Background: an optimization exercise with open tools, aiming at small area, a short achievable clock period and few clock cycles per item. Do not read the settings as production practice. Where RTL was checked, it was by simulation tests only, not by an equivalence proof against the original. Power is estimated from default activity; no workload was simulated.

red:
==> flow/design.v <==
package srpb_pkg;
  localparam int COUNT_WIDTH = 16;
  localparam int VAL_WIDTH   = 16;
  localparam int CM_CFG_W    = 10;
  localparam int FRAC_BITS   = 10;
  localparam int CFG_IDX_W   = 3;
  localparam int CFG_DATA_W  = 16;
  localparam logic [FRAC_BITS-1:0] DIST_SCALE_Q10 = FRAC_BITS'(878);
  localparam logic [VAL_WIDTH-1:0] ECHO_LAST_INT  = VAL_WIDTH'(56191);
  localparam logic [FRAC_BITS-1:0] ECHO_LAST_FRAC = FRAC_BITS'(146);
  localparam logic [VAL_WIDTH-1:0] RST_TRIGGER_INTERVAL = VAL_WIDTH'(4000);
  localparam logic [CM_CFG_W-1:0]  RST_NEAR_LIMIT_CM    = CM_CFG_W'(10);
  localparam logic [CM_CFG_W-1:0]  RST_FAR_LIMIT_CM     = CM_CFG_W'(100);
  localparam logic [VAL_WIDTH-1:0] RST_NEAR_HALF_PERIOD = VAL_WIDTH'(2000);
  localparam logic [VAL_WIDTH-1:0] RST_FAR_HALF_PERIOD  = VAL_WIDTH'(20000);
  localparam logic [CM_CFG_W-1:0]  RST_TICKS_PER_CM     = CM_CFG_W'(200);
  localparam logic [VAL_WIDTH-1:0] RST_HALF_PERIOD      = VAL_WIDTH'(20000);
  typedef enum logic [CFG_IDX_W-1:0] {
    CFG_TRIGGER_INTERVAL = 3'd0,
    CFG_NEAR_LIMIT_CM    = 3'd1,
    CFG_FAR_LIMIT_CM     = 3'd2,
    CFG_NEAR_HALF_PERIOD = 3'd3,
    CFG_FAR_HALF_PERIOD  = 3'd4,
    CFG_TICKS_PER_CM     = 3'd5
  } srpb_cfg_idx_t;
  function automatic logic ge16(input logic [15:0] a, input logic [15:0] b);
    logic [15:0] g;
    logic [15:0] t;
    g = a & ~b;
    t = a | ~b;
    for (int n = 16; n > 1; n = n / 2) begin
      for (int k = 0; k < n / 2; k++) begin
        g[k] = g[2*k+1] | (t[2*k+1] & g[2*k]);
        t[k] = t[2*k+1] & t[2*k];
      end
    end
    ge16 = g[0] | t[0];
  endfunction
  typedef struct packed {
    logic action;
    logic echo_level;
  } srpb_item_t;
  typedef struct packed {
    logic                 trigger_out;
    logic                 led_out;
    logic [VAL_WIDTH-1:0] distance_cm;
    logic                 distance_new;
  } srpb_result_t;
endpackage
module srpb_mul (
  input  logic [srpb_pkg::VAL_WIDTH-1:0] acc,
  input  logic [srpb_pkg::CM_CFG_W-1:0]  a,
  input  logic                           bit_i,
  output logic [srpb_pkg::VAL_WIDTH-1:0] sum,
  output logic                           ovf
);
  localparam int VW = srpb_pkg::VAL_WIDTH;
  logic carry;
  assign {carry, sum} = {1'b0, acc[VW-2:0], 1'b0} + {1'b0, VW'(bit_i ? a : '0)};
  assign ovf          = acc[VW-1] || carry;
endmodule
module sonar_range_proximity_blinker_unit (
  input  logic                                clk,
  input  logic                                rst,
  input  logic                                item_valid,
  output logic                                item_stall,
  input  srpb_pkg::srpb_item_t                item,
  output logic                                result_valid,
  input  logic                                result_stall,
  output srpb_pkg::srpb_result_t              result,
  input  logic                                cfg_valid,
  output logic                                cfg_ready,
  input  logic [srpb_pkg::CFG_IDX_W-1:0]      cfg_index,
  input  logic [srpb_pkg::CFG_DATA_W-1:0]     cfg_data
);
  localparam int CW = srpb_pkg::COUNT_WIDTH;
  localparam int VW = srpb_pkg::VAL_WIDTH;
  localparam int FB = srpb_pkg::FRAC_BITS;
  localparam int KW = srpb_pkg::CM_CFG_W;
  logic [VW-1:0] trigger_interval;
  logic [KW-1:0] near_limit_cm;
  logic [KW-1:0] far_limit_cm;
  logic [VW-1:0] near_half_period;
  logic [VW-1:0] far_half_period;
  logic [KW-1:0] ticks_per_cm;
  logic [CW-1:0] trigger_next;   
  logic          pulse_pending;
  logic          trigger_level;
  logic [VW-1:0] echo_int;       
  logic [FB-1:0] echo_frac;      
  logic [VW-1:0] distance_cm;
  logic [VW-1:0] half_period;
  logic          half_ovf;       
  logic [CW-1:0] blink_next;     
  logic          led_state;
  logic          distance_new;
  logic          h_tick;
  logic          h_rise;
  logic          h_fall;
  logic          e_valid;
  srpb_pkg::srpb_item_t e_item;
  logic          stall_q;        
  logic          pending;        
  logic          rv_q;           
  logic [3:0]    scale_left;     
  logic          busy;           
  logic          scale_bit;      
  logic          push;
  logic          res_ok;
  logic          proc;
  logic          do_tick;
  logic          do_rise;
  logic          do_fall;
  logic          head_free;
  srpb_pkg::srpb_item_t nh_item;
  logic          nh_valid;
  logic [CW-1:0] trigger_inc;
  logic [CW-1:0] blink_inc;
  logic          trigger_hit;
  logic          blink_hit;
  logic          echo_last;
  logic          echo_carry;
  logic          near_hit;
  logic          mid_hit;
  logic          will_scale;
  logic [3:0]    tpc_msb;
  logic          tpc_msb_bit;
  logic          scale_bit_next;
  logic [VW-1:0] scale_sum;
  logic          scale_ovf;
  logic          busy_next;
  logic          pending_next;
  assign cfg_ready    = 1'b1;
  assign item_stall   = stall_q;
  assign result_valid = rv_q;
  assign result       = {trigger_level, led_state, distance_cm, distance_new};
  assign res_ok  = !(pending && result_stall);
  assign proc    = (h_tick || h_rise || h_fall) && !busy && res_ok;
  assign do_tick = h_tick && !busy && res_ok;
  assign do_rise = h_rise && !busy && res_ok;
  assign do_fall = h_fall && !busy && res_ok;
  assign push      = item_valid && !stall_q;
  assign head_free = !(h_tick || h_rise || h_fall) || proc;
  assign nh_valid  = e_valid || push;
  assign nh_item   = e_valid ? e_item : item;
  assign trigger_inc = trigger_next + CW'(1);
  assign blink_inc   = blink_next + CW'(1);
  assign trigger_hit = srpb_pkg::ge16(trigger_next, trigger_interval);
  assign blink_hit   = half_ovf ? (blink_next == '1) : srpb_pkg::ge16(blink_next, half_period);
  assign echo_carry = echo_frac >= FB'(1024 - 878);
  assign echo_last  = (echo_int == srpb_pkg::ECHO_LAST_INT) &&
                      (echo_frac == srpb_pkg::ECHO_LAST_FRAC);
  assign near_hit = (echo_int[VW-1:KW] == '0) &&
                    srpb_pkg::ge16(VW'({near_limit_cm, 1'b0}), VW'({echo_int[KW-1:0], |echo_frac}));
  assign mid_hit  = (echo_int[VW-1:KW] == '0) &&
                    !srpb_pkg::ge16(VW'(echo_int[KW-1:0]), VW'(far_limit_cm));
  always_comb begin
    tpc_msb     = 4'd0;
    tpc_msb_bit = 1'b0;
    for (int i = 1; i < KW; i++) begin
      if (ticks_per_cm[i]) begin
        tpc_msb     = 4'(i);
        tpc_msb_bit = ticks_per_cm[i-1];
      end
    end
  end
  assign will_scale = !near_hit && mid_hit && (tpc_msb != 4'd0);
  always_comb begin
    scale_bit_next = 1'b0;
    for (int i = 0; i < KW - 1; i++) begin
      if (scale_left == 4'(i + 2)) scale_bit_next = ticks_per_cm[i];
    end
    if (!busy) scale_bit_next = tpc_msb_bit;
  end
  srpb_mul u_mul (
    .acc   (half_period),
    .a     (distance_cm[KW-1:0]),
    .bit_i (scale_bit),
    .sum   (scale_sum),
    .ovf   (scale_ovf)
  );
  assign busy_next    = busy ? (scale_left != 4'd1) : (do_fall && will_scale);
  assign pending_next = proc || (pending && !(rv_q && !result_stall));
  always_ff @(posedge clk) begin
    if (rst) begin
      trigger_interval <= srpb_pkg::RST_TRIGGER_INTERVAL;
      near_limit_cm    <= srpb_pkg::RST_NEAR_LIMIT_CM;
      far_limit_cm     <= srpb_pkg::RST_FAR_LIMIT_CM;
      near_half_period <= srpb_pkg::RST_NEAR_HALF_PERIOD;
      far_half_period  <= srpb_pkg::RST_FAR_HALF_PERIOD;
      ticks_per_cm     <= srpb_pkg::RST_TICKS_PER_CM;
    end else if (cfg_valid) begin
      case (cfg_index)
        srpb_pkg::CFG_TRIGGER_INTERVAL: trigger_interval <= cfg_data;
        srpb_pkg::CFG_NEAR_LIMIT_CM:    near_limit_cm    <= cfg_data[KW-1:0];
        srpb_pkg::CFG_FAR_LIMIT_CM:     far_limit_cm     <= cfg_data[KW-1:0];
        srpb_pkg::CFG_NEAR_HALF_PERIOD: near_half_period <= cfg_data;
        srpb_pkg::CFG_FAR_HALF_PERIOD:  far_half_period  <= cfg_data;
        srpb_pkg::CFG_TICKS_PER_CM:     ticks_per_cm     <= cfg_data[KW-1:0];
        default: ;
      endcase
    end
  end
  always_ff @(posedge clk) begin
    if (rst) begin
      trigger_next  <= CW'(1);
      pulse_pending <= 1'b0;
      trigger_level <= 1'b0;
      echo_int      <= '0;
      echo_frac     <= '0;
      distance_cm   <= '0;
      half_period   <= srpb_pkg::RST_HALF_PERIOD;
      half_ovf      <= 1'b0;
      blink_next    <= CW'(1);
      led_state     <= 1'b0;
      distance_new  <= 1'b0;
      h_tick        <= 1'b0;
      h_rise        <= 1'b0;
      h_fall        <= 1'b0;
      e_valid       <= 1'b0;
      stall_q       <= 1'b0;
      pending       <= 1'b0;
      rv_q          <= 1'b0;
      scale_left    <= '0;
      busy          <= 1'b0;
    end else begin
      if (do_tick) begin
        trigger_next  <= trigger_hit ? CW'(1) : trigger_inc;
        pulse_pending <= trigger_hit;
        trigger_level <= trigger_hit || (trigger_level && !pulse_pending);
        blink_next    <= blink_hit ? CW'(1) : blink_inc;
        led_state     <= led_state ^ blink_hit;
        if (echo_last) begin
          echo_int  <= '0;
          echo_frac <= '0;
        end else begin
          if (echo_carry) echo_int <= echo_int + VW'(1);
          echo_frac <= echo_frac + srpb_pkg::DIST_SCALE_Q10;
        end
      end
      if (do_rise) begin
        echo_int  <= '0;
        echo_frac <= '0;
      end
      if (proc) distance_new <= do_fall;
      if (do_fall) begin
        distance_cm <= echo_int;
        if (near_hit)                half_period <= near_half_period;
        else if (!mid_hit)           half_period <= far_half_period;
        else if (ticks_per_cm == '0) half_period <= '0;
        else                         half_period <= echo_int;
        half_ovf <= 1'b0;
        scale_left <= tpc_msb;
      end
      if (busy) begin
        half_period <= scale_sum;
        half_ovf    <= half_ovf || scale_ovf;
        scale_left  <= scale_left - 4'd1;
      end
      busy    <= busy_next;
      pending <= pending_next;
      rv_q    <= pending_next && !busy_next;
      if (head_free) begin
        h_tick  <= nh_valid && !nh_item.action;
        h_rise  <= nh_valid && nh_item.action && nh_item.echo_level;
        h_fall  <= nh_valid && nh_item.action && !nh_item.echo_level;
        e_valid <= e_valid && push;
        stall_q <= e_valid && push;
      end else begin
        e_valid <= e_valid || push;
        stall_q <= e_valid || push;
      end
    end
  end
  always_ff @(posedge clk) begin
    if (push && (e_valid || !head_free)) e_item <= item;
    scale_bit <= scale_bit_next;
  end
endmodule
clock: 7.0 ns
lec_check: 0
abc_clock_period_in_ps: 2000
cap_margin: 20
core_margin: 2
core_utilization: 40
cts_buf_list: sky130_fd_sc_hd__clkbuf_8
place_density: 0.85
setup_slack_margin: 4.45
slew_margin: 20
standard.sh (not shown) runs the stock make flow with config.mk's settings and CLKGATE_MAP_FILE= SYNTH_SCRIPT=/design/flow/synth_recipe.tcl, a recipe that flattens the netlist after the stock synthesis.
==> flow/flow/run.sh <==
#!/bin/bash
# The standard layout, with the port buffers made from plain buffers
# (sky130_fd_sc_hd__buf_2) instead of the delay cell buffer_ports picks by default
set -euo pipefail
bash standard.sh "BUFFER_PORTS_ARGS=-buffer_cell sky130_fd_sc_hd__buf_2" finish > flow.log 2>&1
Testbench counts of red, summed over its fixed seeds: cycles 96,228, items 96,000.
### red -> blue
--- a/flow/design.v
+++ b/flow/design.v
@@ -49,17 +49,16 @@
 endpackage
 module srpb_mul (
   input  logic [srpb_pkg::VAL_WIDTH-1:0] acc,
   input  logic [srpb_pkg::CM_CFG_W-1:0]  a,
   input  logic                           bit_i,
-  output logic [srpb_pkg::VAL_WIDTH-1:0] sum,
-  output logic                           ovf
+  output logic [srpb_pkg::VAL_WIDTH-1:0] acc_next
 );
   localparam int VW = srpb_pkg::VAL_WIDTH;
-  logic carry;
-  assign {carry, sum} = {1'b0, acc[VW-2:0], 1'b0} + {1'b0, VW'(bit_i ? a : '0)};
-  assign ovf          = acc[VW-1] || carry;
+  logic [VW:0] sum;
+  assign sum      = {1'b0, acc[VW-2:0], 1'b0} + {1'b0, VW'(bit_i ? a : '0)};
+  assign acc_next = (acc[VW-1] || sum[VW]) ? '1 : sum[VW-1:0];
 endmodule
 module sonar_range_proximity_blinker_unit (
   input  logic                                clk,
   input  logic                                rst,
   input  logic                                item_valid,
@@ -88,11 +87,10 @@
   logic          trigger_level;
   logic [VW-1:0] echo_int;       
   logic [FB-1:0] echo_frac;      
   logic [VW-1:0] distance_cm;
   logic [VW-1:0] half_period;
-  logic          half_ovf;       
   logic [CW-1:0] blink_next;     
   logic          led_state;
   logic          distance_new;
   logic          h_tick;
   logic          h_rise;
@@ -124,12 +122,11 @@
   logic          mid_hit;
   logic          will_scale;
   logic [3:0]    tpc_msb;
   logic          tpc_msb_bit;
   logic          scale_bit_next;
-  logic [VW-1:0] scale_sum;
-  logic          scale_ovf;
+  logic [VW-1:0] scale_next;
   logic          busy_next;
   logic          pending_next;
   assign cfg_ready    = 1'b1;
   assign item_stall   = stall_q;
   assign result_valid = rv_q;
@@ -144,11 +141,11 @@
   assign nh_valid  = e_valid || push;
   assign nh_item   = e_valid ? e_item : item;
   assign trigger_inc = trigger_next + CW'(1);
   assign blink_inc   = blink_next + CW'(1);
   assign trigger_hit = srpb_pkg::ge16(trigger_next, trigger_interval);
-  assign blink_hit   = half_ovf ? (blink_next == '1) : srpb_pkg::ge16(blink_next, half_period);
+  assign blink_hit   = srpb_pkg::ge16(blink_next, half_period);
   assign echo_carry = echo_frac >= FB'(1024 - 878);
   assign echo_last  = (echo_int == srpb_pkg::ECHO_LAST_INT) &&
                       (echo_frac == srpb_pkg::ECHO_LAST_FRAC);
   assign near_hit = (echo_int[VW-1:KW] == '0) &&
                     srpb_pkg::ge16(VW'({near_limit_cm, 1'b0}), VW'({echo_int[KW-1:0], |echo_frac}));
@@ -171,15 +168,14 @@
       if (scale_left == 4'(i + 2)) scale_bit_next = ticks_per_cm[i];
     end
     if (!busy) scale_bit_next = tpc_msb_bit;
   end
   srpb_mul u_mul (
-    .acc   (half_period),
-    .a     (distance_cm[KW-1:0]),
-    .bit_i (scale_bit),
-    .sum   (scale_sum),
-    .ovf   (scale_ovf)
+    .acc      (half_period),
+    .a        (distance_cm[KW-1:0]),
+    .bit_i    (scale_bit),
+    .acc_next (scale_next)
   );
   assign busy_next    = busy ? (scale_left != 4'd1) : (do_fall && will_scale);
   assign pending_next = proc || (pending && !(rv_q && !result_stall));
   always_ff @(posedge clk) begin
     if (rst) begin
@@ -208,11 +204,10 @@
       trigger_level <= 1'b0;
       echo_int      <= '0;
       echo_frac     <= '0;
       distance_cm   <= '0;
       half_period   <= srpb_pkg::RST_HALF_PERIOD;
-      half_ovf      <= 1'b0;
       blink_next    <= CW'(1);
       led_state     <= 1'b0;
       distance_new  <= 1'b0;
       h_tick        <= 1'b0;
       h_rise        <= 1'b0;
@@ -247,16 +242,14 @@
         distance_cm <= echo_int;
         if (near_hit)                half_period <= near_half_period;
         else if (!mid_hit)           half_period <= far_half_period;
         else if (ticks_per_cm == '0) half_period <= '0;
         else                         half_period <= echo_int;
-        half_ovf <= 1'b0;
         scale_left <= tpc_msb;
       end
       if (busy) begin
-        half_period <= scale_sum;
-        half_ovf    <= half_ovf || scale_ovf;
+        half_period <= scale_next;
         scale_left  <= scale_left - 4'd1;
       end
       busy    <= busy_next;
       pending <= pending_next;
       rv_q    <= pending_next && !busy_next;
==> comparison <==
On layout overhead on the synthesized area: between red and blue, it ends up lower for red. blue: total length of routed met3 wires higher than red. Compound-cell area share of the yosys netlist, red and blue: lower on red. blue consumes more power than red does. blue ended with less simple-gate share of the synthesized area than red. Looking at red and blue, the fraction of area in clock buffers and inverters is a wash. Fraction of power consumed by the clock network up 1.0 points in blue wrt red. Mux share of post-synthesis cell area across red and blue: no real change. Between red and blue, the count of multi-input gates is higher for red. [compare] base=red new=blue: met3 usage picked up an extra 0.58 points, area after synthesis lost 31 sq um. Worst endpoint required time came out lower on blue than on red.
Function not checked in blue: the RTL went through the layout flow alone.

-- afterwards: timing with drivers on the ports --
Ports are ideal in the flow. The routed layouts listed here were re-timed in OpenROAD.
Step 1, drivers: a clkbuf_16 drives clk and a buf_2 each remaining input, both assumed.
Step 2 also shifts input and output timing later by t, the mid clock arrival at the registers, as if the neighbouring blocks saw the same clock.
Three values: ideal ports, drivers, drivers and shift; two values: the first two.
run | t (ns) | slack for setup (ns) | clock arrival spread, ns | worst register clock-pin slew, ns | worst data-port slew with drivers (ns)
red | 0.523 | 4.411 / 4.411 / 4.006 | 0.015 / 0.016 | 0.11 / 0.11 | 0.06
blue | 0.528 | 4.290 / 4.290 / 3.980 | 0.019 / 0.019 | 0.11 / 0.11 | 0.05
After both steps every run listed still meets setup and hold. For red, which loses most, drivers alone change the setup slack by 0.000 ns; drivers and shift together by -0.405 ns.
